Source: an optimization exercise on an open RTL-to-GDS flow (aim: small area, a short achievable clock period and few clock cycles per item). Production flows keep margins and buffers that such runs may drop. Where RTL was checked, it was by simulation tests only, not by an equivalence proof against the original.

==> 07-26: inputs <==
==> flow/design.v (excerpt) <==
module line_follow_steer_pd_core (
  input  logic                              clk,
  input  logic                              rst_n,
  input  logic                              in_valid,
  output logic                              in_ready,
  input  logic [lfs_pkg::PIX_W-1:0]         in_width_near,
  input  logic [lfs_pkg::PIX_W-1:0]         in_width_below,
  input  logic [lfs_pkg::PIX_W-1:0]         in_left_edge_near,
  input  logic [lfs_pkg::PIX_W-1:0]         in_right_edge_near,
  input  logic [lfs_pkg::CQ_W-1:0]          in_centre_exit,
  input  logic [lfs_pkg::CQ_W-1:0]          in_centre_near,
  input  logic [lfs_pkg::CQ_W-1:0]          in_centre_entry,
  input  logic [lfs_pkg::CQ_W-1:0]          in_centre_turn,
  input  logic [lfs_pkg::TURN_W-1:0]        in_turn_row,
  output logic                              out_valid,
  input  logic                              out_ready,
  output logic [lfs_pkg::DUTY_W-1:0]        out_servo_duty,
  output logic [lfs_pkg::SPEED_W-1:0]       out_speed_target,
  output logic [lfs_pkg::COEFF_W-1:0]       out_diff_coeff,
  output logic [lfs_pkg::ROW_W-1:0]         out_marker_row,
  output logic [lfs_pkg::COL_W-1:0]         out_marker_col,
  output logic                              out_marker_valid,
  input  logic                              cfg_we,
  input  logic [lfs_pkg::CFG_IDX_W-1:0]     cfg_idx,
  input  logic [lfs_pkg::CFG_DATA_W-1:0]    cfg_data
);
==> flow/config.mk <==
export PLATFORM = sky130hd
export DESIGN_NAME = line_follow_steer_pd_core
export DESIGN_NICKNAME = line_follow_steer_pd_core
export VERILOG_FILES = /design/flow/design.v
export SDC_FILE = /design/flow/constraint.sdc
export NUM_CORES = 4
export LEC_CHECK = 0
export CAP_MARGIN = 50
export CORE_MARGIN = 2
export CORE_UTILIZATION = 40
export SLEW_MARGIN = 70
export SYNTH_HIERARCHICAL = 1
==> flow/constraint.sdc <==
create_clock -name core_clock -period 11.0 [get_ports {clk}]
set_input_delay 2.2000 -clock core_clock [delete_from_list [all_inputs] [get_ports {clk}]]
set_output_delay 2.2000 -clock core_clock [all_outputs]
set_load 0.01 [all_outputs]
run.sh (not shown) runs the stock make flow with config.mk's settings and CLKGATE_MAP_FILE= SYNTH_SCRIPT=/design/flow/synth_recipe.tcl, a recipe that flattens the netlist after the stock synthesis.
==> inputs of 05-11, as changes to 07-26 <==
--- a/flow/design.v
+++ b/flow/design.v
@@ -875,81 +875,70 @@
   lfs_fa u_t183 (.a(t133), .b(t156), .c(t157), .s(t183), .co(t184));
   lfs_fa u_t185 (.a(t159), .b(t134), .c(t158), .s(t185), .co(t186));
   lfs_fa u_t187 (.a(t65), .b(t136), .c(t160), .s(t187), .co(t188));
   assign p3 = {1'b1, t188, t186, t184, t182, t180, t178, t176, t174, t172, t170, t168, t166, t164, t162, t161, t1, t0} + {1'b0, 1'b1, t187, t185, t183, t181, t179, t177, t175, t173, t171, t169, t167, t165, t163, t22, t11, 1'b0};
 endmodule
 module lfs_div5 (
-  input  logic [14:0] x,
   input  logic [16:0] y,
   input  logic        sq,
   input  logic        low,
   input  logic        high,
   input  logic [11:0] u_low,
   input  logic [11:0] u_high,
   output logic [11:0] u
 );
   logic d0, d1, d2, d3, d4, d5, d6, d7, d8, d9, d10, d11, d12, d13, d14, d15;
   logic d16, d17, d18, d19, d20, d21, d22, d23, d24, d25, d26, d27, d28, d29, d30, d31;
   logic d32, d33, d34, d35, d36, d37, d38, d39, d40, d41, d42, d43, d44, d45, d46, d47;
-  logic d48, d49, d50, d51, d52, d53, d54, d55, d56, d57, d58, d59, d60, d61, d62, d63;
-  logic d64, d65, d66, d67, d68, d69, d70, d71, d72, d73, d74, d75, d76, d77;
-  assign d0 = y[12] ^ y[8];
-  assign d1 = y[12] & y[8];
-  assign d2 = y[13] ^ y[9];
-  assign d3 = y[13] & y[9];
-  assign d4 = y[14] ^ y[10];
-  assign d5 = y[14] & y[10];
-  assign d6 = y[15] ^ y[11];
-  assign d7 = y[15] & y[11];
-  assign d8 = y[16] ^ y[12];
-  assign d9 = y[16] & y[12];
-  assign d10 = y[8] ^ y[4];
-  assign d11 = y[8] & y[4];
-  lfs_fa u_d12 (.a(y[9]), .b(y[5]), .c(y[1]), .s(d12), .co(d13));
-  lfs_fa u_d14 (.a(y[10]), .b(y[6]), .c(y[2]), .s(d14), .co(d15));
-  lfs_fa u_d16 (.a(y[11]), .b(y[7]), .c(y[3]), .s(d16), .co(d17));
-  lfs_fa u_d18 (.a(y[4]), .b(y[0]), .c(x[14]), .s(d18), .co(d19));
-  lfs_fa u_d20 (.a(y[5]), .b(y[1]), .c(d1), .s(d20), .co(d21));
-  lfs_fa u_d22 (.a(y[6]), .b(y[2]), .c(d3), .s(d22), .co(d23));
-  lfs_fa u_d24 (.a(y[7]), .b(y[3]), .c(d5), .s(d24), .co(d25));
-  lfs_fa u_d26 (.a(y[8]), .b(y[4]), .c(d7), .s(d26), .co(d27));
-  lfs_fa u_d28 (.a(y[13]), .b(y[9]), .c(y[5]), .s(d28), .co(d29));
-  assign d30 = y[14] ^ y[10];
-  assign d31 = y[14] & y[10];
-  assign d32 = y[15] ^ y[11];
-  assign d33 = y[15] & y[11];
-  assign d34 = y[16] ^ y[12];
-  assign d35 = y[16] & y[12];
-  assign d36 = y[4] ^ y[0];
-  assign d37 = y[4] & y[0];
-  lfs_fa u_d38 (.a(y[5]), .b(y[1]), .c(x[7]), .s(d38), .co(d39));
-  lfs_fa u_d40 (.a(y[6]), .b(y[2]), .c(x[8]), .s(d40), .co(d41));
-  lfs_fa u_d42 (.a(y[7]), .b(y[3]), .c(x[9]), .s(d42), .co(d43));
-  lfs_fa u_d44 (.a(y[0]), .b(x[10]), .c(d10), .s(d44), .co(d45));
-  lfs_fa u_d46 (.a(x[11]), .b(d11), .c(d12), .s(d46), .co(d47));
-  lfs_fa u_d48 (.a(x[12]), .b(d13), .c(d14), .s(d48), .co(d49));
-  lfs_fa u_d50 (.a(x[13]), .b(d15), .c(d16), .s(d50), .co(d51));
-  lfs_fa u_d52 (.a(d0), .b(d17), .c(d18), .s(d52), .co(d53));
-  lfs_fa u_d54 (.a(d2), .b(d19), .c(d20), .s(d54), .co(d55));
-  lfs_fa u_d56 (.a(d4), .b(d21), .c(d22), .s(d56), .co(d57));
-  lfs_fa u_d58 (.a(d6), .b(d23), .c(d24), .s(d58), .co(d59));
-  lfs_fa u_d60 (.a(d8), .b(d25), .c(d26), .s(d60), .co(d61));
-  lfs_fa u_d62 (.a(d9), .b(d28), .c(d27), .s(d62), .co(d63));
-  lfs_fa u_d64 (.a(y[6]), .b(d30), .c(d29), .s(d64), .co(d65));
-  lfs_fa u_d66 (.a(y[7]), .b(d31), .c(d32), .s(d66), .co(d67));
-  lfs_fa u_d68 (.a(y[8]), .b(d33), .c(d34), .s(d68), .co(d69));
-  lfs_fa u_d70 (.a(y[13]), .b(y[9]), .c(d35), .s(d70), .co(d71));
-  assign d72 = y[14] ^ y[10];
-  assign d73 = y[14] & y[10];
-  assign d74 = y[15] ^ y[11];
-  assign d75 = y[15] & y[11];
-  assign d76 = y[16] ^ y[12];
-  assign d77 = y[16] & y[12];
-  logic [29:0] p;
-  assign p = {y[15], y[14], d77, d75, d73, d71, d69, d67, d65, d63, d61, d59, d57, d55, d53, d51, d49, d47, d45, d43, d41, d39, d37, d36, y[3], y[2], y[1], y[0], x[1], x[0]} + {1'b0, 1'b0, y[13], d76, d74, d72, d70, d68, d66, d64, d62, d60, d58, d56, d54, d52, d50, d48, d46, d44, d42, d40, d38, x[6], x[5], x[4], x[3], x[2], 1'b0, 1'b0};
-  assign u = (low || high) ? (low ? u_low : u_high) : (p[29:18] ^ {12{sq}});
+  logic d48, d49, d50, d51, d52, d53, d54, d55, d56, d57, d58, d59, d60;
+  assign d0 = ~y[12];
+  assign d1 = y[13] ^ y[9];
+  assign d2 = y[13] & y[9];
+  assign d3 = y[14] ^ y[10];
+  assign d4 = y[14] & y[10];
+  assign d5 = y[15] ^ y[11];
+  assign d6 = y[15] & y[11];
+  assign d7 = y[16] ^ y[12];
+  assign d8 = y[16] & y[12];
+  assign d9 = y[8] ^ y[4];
+  assign d10 = y[8] & y[4];
+  lfs_fa u_d11 (.a(y[12]), .b(y[5]), .c(y[1]), .s(d11), .co(d12));
+  lfs_fa u_d13 (.a(y[6]), .b(y[2]), .c(d2), .s(d13), .co(d14));
+  lfs_fa u_d15 (.a(y[7]), .b(y[3]), .c(d4), .s(d15), .co(d16));
+  lfs_fa u_d17 (.a(y[8]), .b(y[4]), .c(d6), .s(d17), .co(d18));
+  lfs_fa u_d19 (.a(y[13]), .b(y[9]), .c(y[5]), .s(d19), .co(d20));
+  assign d21 = y[14] ^ y[10];
+  assign d22 = y[14] & y[10];
+  assign d23 = y[15] ^ y[11];
+  assign d24 = y[15] & y[11];
+  assign d25 = y[16] ^ y[12];
+  assign d26 = y[16] & y[12];
+  assign d27 = y[8] ^ y[4];
+  assign d28 = y[8] & y[4];
+  lfs_fa u_d29 (.a(y[9]), .b(y[5]), .c(y[1]), .s(d29), .co(d30));
+  lfs_fa u_d31 (.a(y[10]), .b(y[6]), .c(y[2]), .s(d31), .co(d32));
+  lfs_fa u_d33 (.a(y[11]), .b(y[7]), .c(y[3]), .s(d33), .co(d34));
+  lfs_fa u_d35 (.a(y[0]), .b(d0), .c(d9), .s(d35), .co(d36));
+  lfs_fa u_d37 (.a(d10), .b(d1), .c(d11), .s(d37), .co(d38));
+  lfs_fa u_d39 (.a(d3), .b(d12), .c(d13), .s(d39), .co(d40));
+  lfs_fa u_d41 (.a(d5), .b(d14), .c(d15), .s(d41), .co(d42));
+  lfs_fa u_d43 (.a(d7), .b(d16), .c(d17), .s(d43), .co(d44));
+  lfs_fa u_d45 (.a(d8), .b(d19), .c(d18), .s(d45), .co(d46));
+  lfs_fa u_d47 (.a(y[6]), .b(d21), .c(d20), .s(d47), .co(d48));
+  lfs_fa u_d49 (.a(y[7]), .b(d22), .c(d23), .s(d49), .co(d50));
+  lfs_fa u_d51 (.a(y[8]), .b(d24), .c(d25), .s(d51), .co(d52));
+  lfs_fa u_d53 (.a(y[13]), .b(y[9]), .c(d26), .s(d53), .co(d54));
+  assign d55 = y[14] ^ y[10];
+  assign d56 = y[14] & y[10];
+  assign d57 = y[15] ^ y[11];
+  assign d58 = y[15] & y[11];
+  assign d59 = y[16] ^ y[12];
+  assign d60 = y[16] & y[12];
+  logic [28:0] p;
+  assign p = {y[16], y[15], y[14], d60, d58, d56, d54, d52, d50, d48, d46, d44, d42, d40, d38, d36, d34, d32, d30, d28, d27, y[7], y[6], y[5], y[4], y[3], y[2], y[1], y[0]} + {1'b0, 1'b0, 1'b0, y[13], d59, d57, d55, d53, d51, d49, d47, d45, d43, d41, d39, d37, d35, d33, d31, d29, y[0], y[3], y[2], y[1], y[0], 1'b0, 1'b0, 1'b0, 1'b0};
+  assign u = (low || high) ? (low ? u_low : u_high) : (p[27:16] ^ {12{sq}});
 endmodule
 module lfs_coef (
   input  logic [11:0] u,
   input  logic        s,
   output logic [10:0] coeff
 );
@@ -1187,13 +1176,13 @@
     .ct   (s1_r.ct),
     .p3   (p3_1)
   );
   logic [11:0]        s2_aerr;
   logic [17:0]        s2_p3;
   logic [5:0]         s2_tr;
-  logic               s2_e, s2_x, s2_mval;
+  logic               s2_e, s2_x;
   logic [6:0]         s2_col;
   always_ff @(posedge clk) begin
     if (adv) begin
       s2_eh   <= eh1;
       s2_eo   <= eo1;
       s2_et   <= et1;
@@ -1203,13 +1192,12 @@
       s2_aerr <= aerr1;
       s2_p3   <= p3_1;
       s2_tr   <= s1_r.z ? 6'd59 : s1_r.trz;
       s2_e    <= s1_r.e;
       s2_x    <= s1_r.x;
       s2_col  <= s1_r.c[10:4];
-      s2_mval <= (s1_r.c[10:4] > 7'd1) && (s1_r.c[10:4] < 7'd78);
     end
   end
   logic [31:0] m_a2, m_b2;
   logic [8:0]  lo2;
   logic [6:0]  spd2;
   lfs_mac u_mac (
@@ -1231,25 +1219,24 @@
     .aerr (s2_aerr),
     .spd  (spd2)
   );
   typedef struct packed {
     logic [6:0] spd;     
     logic [6:0] col;
-    logic       mval;
     logic       e;
     logic       x;
   } side_t;
   logic [23:0] s3_a, s3_b;
   logic        s3_c;
   side_t       s3_side, s4_side, s5_side;
   always_ff @(posedge clk) begin
     if (adv) begin
       s3_a    <= m_a2[31:8];
       s3_b    <= m_b2[31:8];
       s3_c    <= lo2[8];
-      s3_side <= {spd2, s2_col, s2_mval, s2_e, s2_x};
+      s3_side <= {spd2, s2_col, s2_e, s2_x};
     end
   end
   logic [23:0] hs3;
   logic [19:0] xs3;
   logic [14:0] lo5, hi5p;
   logic        low3, high3, sq3;
@@ -1257,30 +1244,27 @@
   assign xs3   = hs3[23:4];
   assign lo5   = {duty_min, 2'b00} + 15'(duty_min);
   assign hi5p  = {duty_max, 2'b00} + 15'(duty_max) + 15'd4;
   assign low3  = xs3[19] || (xs3[18:0] < 19'(lo5));
   assign high3 = (xs3[18:0] > 19'(hi5p));
   assign sq3   = (xs3[18:0] < 19'd7500);       
-  logic [14:0] s4_x;
   logic [16:0] s4_y;
   logic        s4_low, s4_high, s4_sq;
   always_ff @(posedge clk) begin
     if (adv) begin
-      s4_x    <= xs3[14:0];
       s4_y    <= {1'b0, xs3[14:0], 1'b0} + {2'b00, xs3[14:0]};    
       s4_low  <= low3;
       s4_high <= high3;
       s4_sq   <= sq3;
       s4_side <= s3_side;
     end
   end
   logic        s4;
   logic [11:0] u4;
   assign s4 = s4_low ? mlh_below : s4_high ? max_below : s4_sq;
   lfs_div5 u_div5 (
-    .x      (s4_x),
     .y      (s4_y),
     .sq     (s4_sq),
     .low    (s4_low),
     .high   (s4_high),
     .u_low  (duty_mlh ^ {12{mlh_below}}),
     .u_high (duty_max ^ {12{max_below}}),
@@ -1305,13 +1289,13 @@
     if (adv) begin
       out_servo_duty   <= s5_u ^ {12{s5_s}};
       out_speed_target <= {3'b001, s5_side.spd};
       out_diff_coeff   <= coeff5;
       out_marker_row   <= {s5_side.e, !s5_side.e, !s5_side.x, s5_side.x, 1'b1, !s5_side.x};
       out_marker_col   <= s5_side.col;
-      out_marker_valid <= s5_side.mval;
+      out_marker_valid <= (s5_side.col > 7'd1) && (s5_side.col < 7'd78);
     end
   end
   always_ff @(posedge clk) begin
     if (!rst_n) begin
       kv_r <= 1'b0;
       v1_r <= 1'b0;
--- a/flow/config.mk
+++ b/flow/config.mk
@@ -5,8 +5,9 @@
 export SDC_FILE = /design/flow/constraint.sdc
 export NUM_CORES = 4
 export LEC_CHECK = 0
 export CAP_MARGIN = 50
 export CORE_MARGIN = 2
 export CORE_UTILIZATION = 40
+export CTS_BUF_LIST = sky130_fd_sc_hd__clkbuf_4 sky130_fd_sc_hd__clkbuf_8
 export SLEW_MARGIN = 70
 export SYNTH_HIERARCHICAL = 1
==> flow_metrics.env <==
export IMPL_crit_start="u_ctrl.s1_r[12]"
export IMPL_grtUsageMet3_pct=3.05
export IMPL_synthCells=3454
export IMPL_buf_share_pct=5.52
export IMPL_viasPerCell=5.32
export IMPL_status="complete, no violations"
The numbers above come from 05-11.

==> flow_metrics.env <==
export IMPL_crit_start="u_ctrl.s1_r[15]"
export IMPL_viasPerCell=5.41
export IMPL_grtUsageMet3_pct=2.42
export IMPL_buf_share_pct=5.58
export IMPL_synthCells=3528
export IMPL_status="complete, no violations"
export IMPL_grt_usage_pct=18.0
The numbers above come from 07-26.

Testbench counts of 05-11, summed over its fixed seeds: cycles 3,248, items 3,200.
The RTL of 07-26 was laid out without a check of its function.

-- static timing again, ports no longer ideal --
How much do the figures lean on ideal ports? The routed layouts below were timed once more, with nothing changed but the port constraints.
Step 1 assumes that a clkbuf_16 drives the clock port and a buf_2 every other input.
Step 2, shift: input delay + t, output delay - t, t = (earliest + latest rising clock arrival at the registers) / 2. This alone moves slack from input paths to output paths.
a / b / c = ideal / step 1 / step 2; a / b = the first two.
run	t, ns	slack for setup (ns)	cell pins on the clock port's net
07-26	0.680	6.336 / 6.336 / 6.336	1
05-11	0.761	6.548 / 6.548 / 6.456	1
After both steps every run listed still meets setup and hold. The setup slack of 05-11, which loses most, moves by 0.000 ns with the drivers and by -0.092 ns with both steps.
